What follows belongs to an exercise in optimizing a design on an open flow for small area, a short achievable clock period and few clock cycles per item; a production flow would make more cautious choices.
The RTL was checked by simulation tests, not by an equivalence proof against the original design.
No activity file was given, so power comes from the tool's default toggle rates.

## rev 12
==> flow/design.v (excerpt) <==
module pi_speed_controller_with_position_core #(
    parameter int GEAR_MODULUS   = pisc_pkg::GEAR_MODULUS_DEF,
    parameter int INTEGRAL_LIMIT = pisc_pkg::INTEGRAL_LIMIT_DEF
) (
    input  logic                          i_clk,
    input  logic                          i_rst_n,
    input  logic                          i_s_tvalid,
    output logic                          o_s_tready,
    input  logic [pisc_pkg::IN_W-1:0]     i_s_tdata,
    output logic                          o_m_tvalid,
    input  logic                          i_m_tready,
    output logic [pisc_pkg::OUT_W-1:0]    o_m_tdata,
    input  logic                          psel,
    input  logic                          penable,
    input  logic                          pwrite,
    input  logic [pisc_pkg::APB_AW-1:0]   paddr,
    input  logic [pisc_pkg::APB_DW-1:0]   pwdata,
    output logic [pisc_pkg::APB_DW-1:0]   prdata,
    output logic                          pready
);
    localparam logic [23:0] W_RST = 24'((pisc_pkg::PWM_PERIOD_RST * 4096 + 24) / 25);
    logic [7:0]  r_kp;
    logic [7:0]  r_ki;
    logic [15:0] r_per;
    logic        w_cfg_wr;
    assign pready   = 1'b1;
    assign w_cfg_wr = psel && penable && pwrite;
    always_ff @(posedge i_clk) begin
        if (!i_rst_n) begin
            r_kp  <= pisc_pkg::PROP_GAIN_RST;
            r_ki  <= pisc_pkg::INTEG_GAIN_RST;
            r_per <= pisc_pkg::PWM_PERIOD_RST;
        end else if (w_cfg_wr) begin
            case (paddr[3:2])
  ...
Size in the first run: roughly 2800 cells after synthesis, roughly 350 flip-flops, about 250 I/O pins.
==> flow/config.mk <==
export PLATFORM = sky130hd
export DESIGN_NAME = pi_speed_controller_with_position_core
export DESIGN_NICKNAME = pi_speed_controller_with_position_core
export VERILOG_FILES = /design/flow/design.v
export SDC_FILE = /design/flow/constraint.sdc
export NUM_CORES = 4
export LEC_CHECK = 0
export CAP_MARGIN = 20
export CORE_MARGIN = 2
export CORE_UTILIZATION = 40
export SETUP_SLACK_MARGIN = 3.5
export SLEW_MARGIN = 20
==> flow/constraint.sdc <==
create_clock -name core_clock -period 10.0 [get_ports {i_clk}]
set_input_delay 2.0000 -clock core_clock [delete_from_list [all_inputs] [get_ports {i_clk}]]
set_output_delay 2.0000 -clock core_clock [all_outputs]
set_load 0.01 [all_outputs]
standard.sh (not shown) runs the stock make flow with config.mk's settings and CLKGATE_MAP_FILE= SYNTH_SCRIPT=/design/flow/synth_recipe.tcl, a recipe that flattens the netlist after the stock synthesis.
==> flow/flow/run.sh <==
#!/bin/bash
# The standard layout, with plain buf_2 cells as the port buffers (the
# standard flow's buffer_ports picks a slow delay cell for them).
set -euo pipefail
export BUFFER_PORTS_ARGS="-buffer_cell sky130_fd_sc_hd__buf_2"
bash standard.sh > standard.log 2>&1
Testbench counts of rev 12, summed over its fixed seeds: cycles 2,080, items 2,048.
The following lists how rev 13 was set up differently from rev 12:
Settings: CORE_UTILIZATION changed from 40 to 60; SETUP_SLACK_MARGIN changed from 3.5 to 4.0.
### Flow results
Rev 13 against rev 12; average detailed-routed wire length per instance is up by a few percent. Any difference in required time at the worst-slack endpoint between rev 12 and rev 13 is small enough to ignore. Re hold slack: rev 12 and rev 13 aren't equal, and the lower value belongs to rev 12. Summary of rev 13 over rev 12: final standard cell count with taps included and fillers excluded went down by 8.8%, count of clock-buffer cells in the layout went down by about 3.6%, clock insertion delay at the later pin of the skew report went down by 0.03 ns. As of rev 13, leakage component of the power had fallen slightly compared to rev 12. Largest clock skew in the final design ended up 0.012 ns higher on rev 13 than on rev 12. Post-route minimum period: rev 13 lower than rev 12. The final wirelength in rev 12 is 1.07 times that in rev 13.


Setup of run A:
Another version of the RTL of pi_speed_controller_with_position_core (not shown whole).
Size: ~360 flip-flops, ~0.027 mm² of cells after synthesis.
export LEC_CHECK = 0
export CAP_MARGIN = 5
export CORE_MARGIN = 2
export CORE_UTILIZATION = 60
export CTS_BUF_LIST = sky130_fd_sc_hd__clkbuf_16
export CTS_CLUSTER_DIAMETER = 80
export CTS_CLUSTER_SIZE = 20
export SETUP_SLACK_MARGIN = 5.0
export SLEW_MARGIN = 5
export TNS_END_PERCENT = 0
create_clock -name core_clock -period 10.0 [get_ports {i_clk}]
==> flow/flow/run.sh <==
#!/bin/bash
# The standard layout, with plain buf_1 cells as the port buffers (the
# standard flow's buffer_ports picks a slow delay cell for them).
set -euo pipefail
export BUFFER_PORTS_ARGS="-buffer_cell sky130_fd_sc_hd__buf_1"
bash standard.sh > standard.log 2>&1
Run A: done, clean on timing, DRC and antenna
Testbench counts of run A, summed over its fixed seeds: cycles 2,080, items 2,048.
Edits applied to the flow inputs when going from run A to run B:
Settings: swapping 5 for 10 in CAP_MARGIN; swapping 5 for 10 in SLEW_MARGIN; swapping 20 for 24 in CTS_CLUSTER_SIZE; swapping 0 for 5 in TNS_END_PERCENT; swapping 80 for 90 in CTS_CLUSTER_DIAMETER.
==> comparison <==
Run B vs run A on net count reported at finish: run B is the lower one. Run A → run B: area growth from synthesis to layout went down by 0.96 points; post-detailed-placement half-perimeter wirelength went down by 450 µm; power went down by 2.9%; multi-input combinational area share went up by 0.61 points.
What run C does differently from run B at the input level:
Settings: TNS_END_PERCENT removed (was 5); CTS_CLUSTER_DIAMETER changed from 90 to 100; CTS_CLUSTER_SIZE changed from 24 to 26.
## What came out
Looking at cell area after layout across run C and run B, the one that comes out lower is run B. The total met3 wirelength after detailed routing was comparable across run C and run B. On post-synthesis to final-layout area growth, the lower figure sits with run B, not run C. Run C ends up with higher critical path depth than run B does.
--- input diff run C..run D ---
Settings: CTS_CLUSTER_SIZE changed from 26 to 20; SLEW_MARGIN changed from 10 to 20; CAP_MARGIN changed from 10 to 20; CTS_CLUSTER_DIAMETER changed from 100 to 80; TNS_END_PERCENT newly set to 20; CORE_UTILIZATION changed from 60 to 65; PLACE_DENSITY newly set to 0.7.
[summary]
Diff run C -> run D: global-route usage went up by 1.2 points; non-clock buffer count went down by about 11%; area fraction of clock buffers and clock inverters went up by 0.89 points; placed cell count went down by 63; maximum fanout along the worst path went up by 14. Setup WNS run C -> run D: better. Capture point of the critical path = r_btwo3[1]: run C; capture point of the critical path = r_btwo3[2]: run D. Looking at routed metal-1 wire length, run D sits about 3.8% lower than run C does. Run C has a lower total design power than run D. Between run D and run C, it is run D whose fraction of area in multi-input gates is lower, by 0.43 points. Routed wire in run D totals less than in run C.
Relative to run D, the following input files were edited for run E:
Settings: clearing PLACE_DENSITY, which used to be 0.7; swapping 65 for 60 in CORE_UTILIZATION.
Number of fill cells in the layout (run E / run D): 1.16
Diff run D -> run E | non-filler instance count after layout | up by a few percent
[compare] base=run D new=run E: global-route usage lower; number of buffers outside the clock class in the layout shows an increase of 10; layout overhead on the synthesized area went up by 0.89 points; via count of the first global-routing pass now sits at about the same level.
Run E ends up with a full die area that is 0.0036 mm² higher than in run D.
In terms of portion of the layout cell area used by clock cells, run D and run E differ only marginally.
Run E vs run D — setup slack rose 48 ps.
Input changes introduced in run F (baseline for comparison: run E):
Settings: clearing TNS_END_PERCENT, which used to be 20.
Notes after the runs:
Run F completed end to end with timing, DRC and antenna clean.
Comparing run E and run F, the lower footprint of the multi-input gates is on run E.
Type of the worst setup path: flip-flop to flip-flop -> run E, input pin to output pin -> run F
Run E reports its highest metal layer with signal wires as met5 while run F reports met4.
Going from run E to run F, wire length went up 1.4%; clock skew has decreased; arrival time at the worst endpoint fell by 2340 ps.


Another version of the RTL of pi_speed_controller_with_position_core (not shown whole).
Size in the first run: ~2700 cells after synthesis, about 350 flip-flops.
export LEC_CHECK = 0
export CAP_MARGIN = 20
export CORE_MARGIN = 2
export CORE_UTILIZATION = 40
export SETUP_SLACK_MARGIN = 3.5
export SLEW_MARGIN = 20
create_clock -name core_clock -period 10.0 [get_ports {i_clk}]
==> flow/flow/run.sh <==
#!/bin/bash
# The standard layout, with plain buf_2 cells as the port buffers (the
# standard flow's buffer_ports picks a slow delay cell for them).
set -euo pipefail
export BUFFER_PORTS_ARGS="-buffer_cell sky130_fd_sc_hd__buf_2"
bash standard.sh > standard.log 2>&1
Testbench counts at the start, summed over its fixed seeds: cycles 2,080, items 2,048.
Then changed:
==> flow/run.sh (new file) <==
#!/bin/bash
# synth_recipe.tcl (not shown) runs the flow's synth.tcl, then flattens the netlist and writes it again
# the make line also repeats each setting of config.mk as NAME=value (left out here)
make -C /OpenROAD-flow-scripts/flow DESIGN_CONFIG=/design/flow/config.mk WORK_HOME=/design/flow/orfs CLKGATE_MAP_FILE= SYNTH_SCRIPT=/design/flow/synth_recipe.tcl finish
removed: flow/flow/run.sh
removed: flow/standard.sh
After rerunning:
- count of clock-buffer cells in the layout decreases by 2
- final area came out higher by 3.4%
- core utilization is higher by 1.5 points
- sequential share of layout area fell by 0.95 points
- routed wire length went up by 3.0%
- synthesized area stays the same
- worst hold slack is better by 0.015 ns
- power goes up by 1.7%
- worst setup slack gets better by 0.045 ns


pi_speed_controller_with_position_core, a different RTL version from the one above (not shown whole).
For scale: ~350 flip-flops, roughly 250 I/O pins.
make LEC_CHECK=0 ABC_CLOCK_PERIOD_IN_PS=4500 CAP_MARGIN=20 CORE_MARGIN=2 CORE_UTILIZATION=40 SETUP_SLACK_MARGIN=5 SLEW_MARGIN=20 finish   # period 10.0 ns
run.sh (not shown) runs the stock make flow with config.mk's settings and CLKGATE_MAP_FILE= SYNTH_SCRIPT=/design/flow/synth_recipe.tcl, a recipe that flattens the netlist after the stock synthesis.
Stock flow here: none of the scripts above is used.
The starting point produced a clean layout.
Testbench counts at the start, summed over its fixed seeds: cycles 2,080, items 2,048.
Edit:
ABC_CLOCK_PERIOD_IN_PS = not set   (was 4500)
Wire length is unchanged.
Setup slack stays the same.
Power stays the same.
Design area stays the same.
Maximum frequency does not change.
Clock power stays flat.
Utilization is unchanged.
Via count does not change.
Sequential power hardly moves.


Another version of the RTL of pi_speed_controller_with_position_core (not shown whole).
Size: ~350 flip-flops, about 250 I/O pins, roughly 29000 um2 of cells after synthesis.
clock: 10.0 ns
lec_check: 0
cap_margin: 20
core_margin: 2
core_utilization: 40
setup_slack_margin: 3.5
slew_margin: 20
The first run ran to the end with no violations.
Testbench counts at the start, summed over its fixed seeds: cycles 2,080, items 2,048.
Next try:
- SETUP_SLACK_MARGIN: 3.5 -> 5
Outcome: Count of clock-buffer cells in the layout stays the same; core utilization climbs by 3.2 points; via count went up by 4.7%; final area climbs by 6.8%; setup slack improved by 200 ps; die area does not change; clock power went up by about 9%; power rises by 11%; global-route usage rose by 2.1 points; sequential cell count is unchanged; wire length increases by 12%.

[static timing again, ports no longer ideal]
How much do the figures lean on ideal ports? The routed layouts below were timed once more, with nothing changed but the port constraints. Step 1 assumes that a clkbuf_16 drives the clock port and a buf_2 every other input. Step 2, shift: input delay + t, output delay - t, t = (earliest + latest rising clock arrival at the registers) / 2. This alone moves slack from input paths to output paths. Three values: ideal ports, drivers, drivers and shift; two values: the first two.
| run | t, ns | setup slack, ns | latest minus earliest clock arrival (ns) | worst slew at a driven data input, ns | pins driven straight from the clock port |
|---|---|---|---|---|---|
| rev 12 | 0.657 | 4.131 / 4.131 / 4.131 | 0.027 / 0.026 | 0.07 | 1 |
| rev 13 | 0.628 | 4.330 / 4.330 / 4.330 | 0.042 / 0.042 | 0.04 | 1 |
| run A | 0.635 | 5.025 / 4.991 / 4.674 | 0.029 / 0.029 | 0.08 | 1 |
| run B | 0.617 | 5.054 / 5.042 / 4.765 | 0.022 / 0.021 | 0.08 | 1 |
| run C | 0.617 | 5.019 / 5.019 / 4.782 | 0.039 / 0.039 | 0.07 | 1 |
| run D | 0.627 | 5.054 / 5.045 / 4.729 | 0.033 / 0.033 | 0.07 | 1 |
| run E | 0.633 | 5.102 / 5.077 / 4.671 | 0.029 / 0.029 | 0.07 | 1 |
| run F | 0.621 | 5.086 / 5.061 / 4.782 | 0.035 / 0.035 | 0.08 | 1 |
| the first run of note 3 | 0.638 | 3.777 / 3.777 / 3.777 | 0.038 / 0.038 | 0.12 | 1 |
| the second run of note 3 | 0.635 | 3.822 / 3.792 / 3.792 | 0.036 / 0.036 | 0.11 | 1 |
| the first run of note 4 | 0.633 | 4.240 / 4.240 / 4.240 | 0.016 / 0.016 | 0.05 | 1 |
| the second run of note 4 | 0.633 | 4.240 / 4.240 / 4.240 | 0.016 / 0.016 | 0.05 | 1 |
| the first run of note 5 | 0.627 | 3.681 / 3.675 / 3.675 | 0.015 / 0.015 | 0.07 | 1 |
| the second run of note 5 | 0.645 | 3.885 / 3.885 / 3.885 | 0.046 / 0.047 | 0.11 | 1 |
After both steps every run listed still meets setup and hold. The setup slack of run E, which loses most, moves by -0.025 ns with the drivers and by -0.431 ns with both steps.
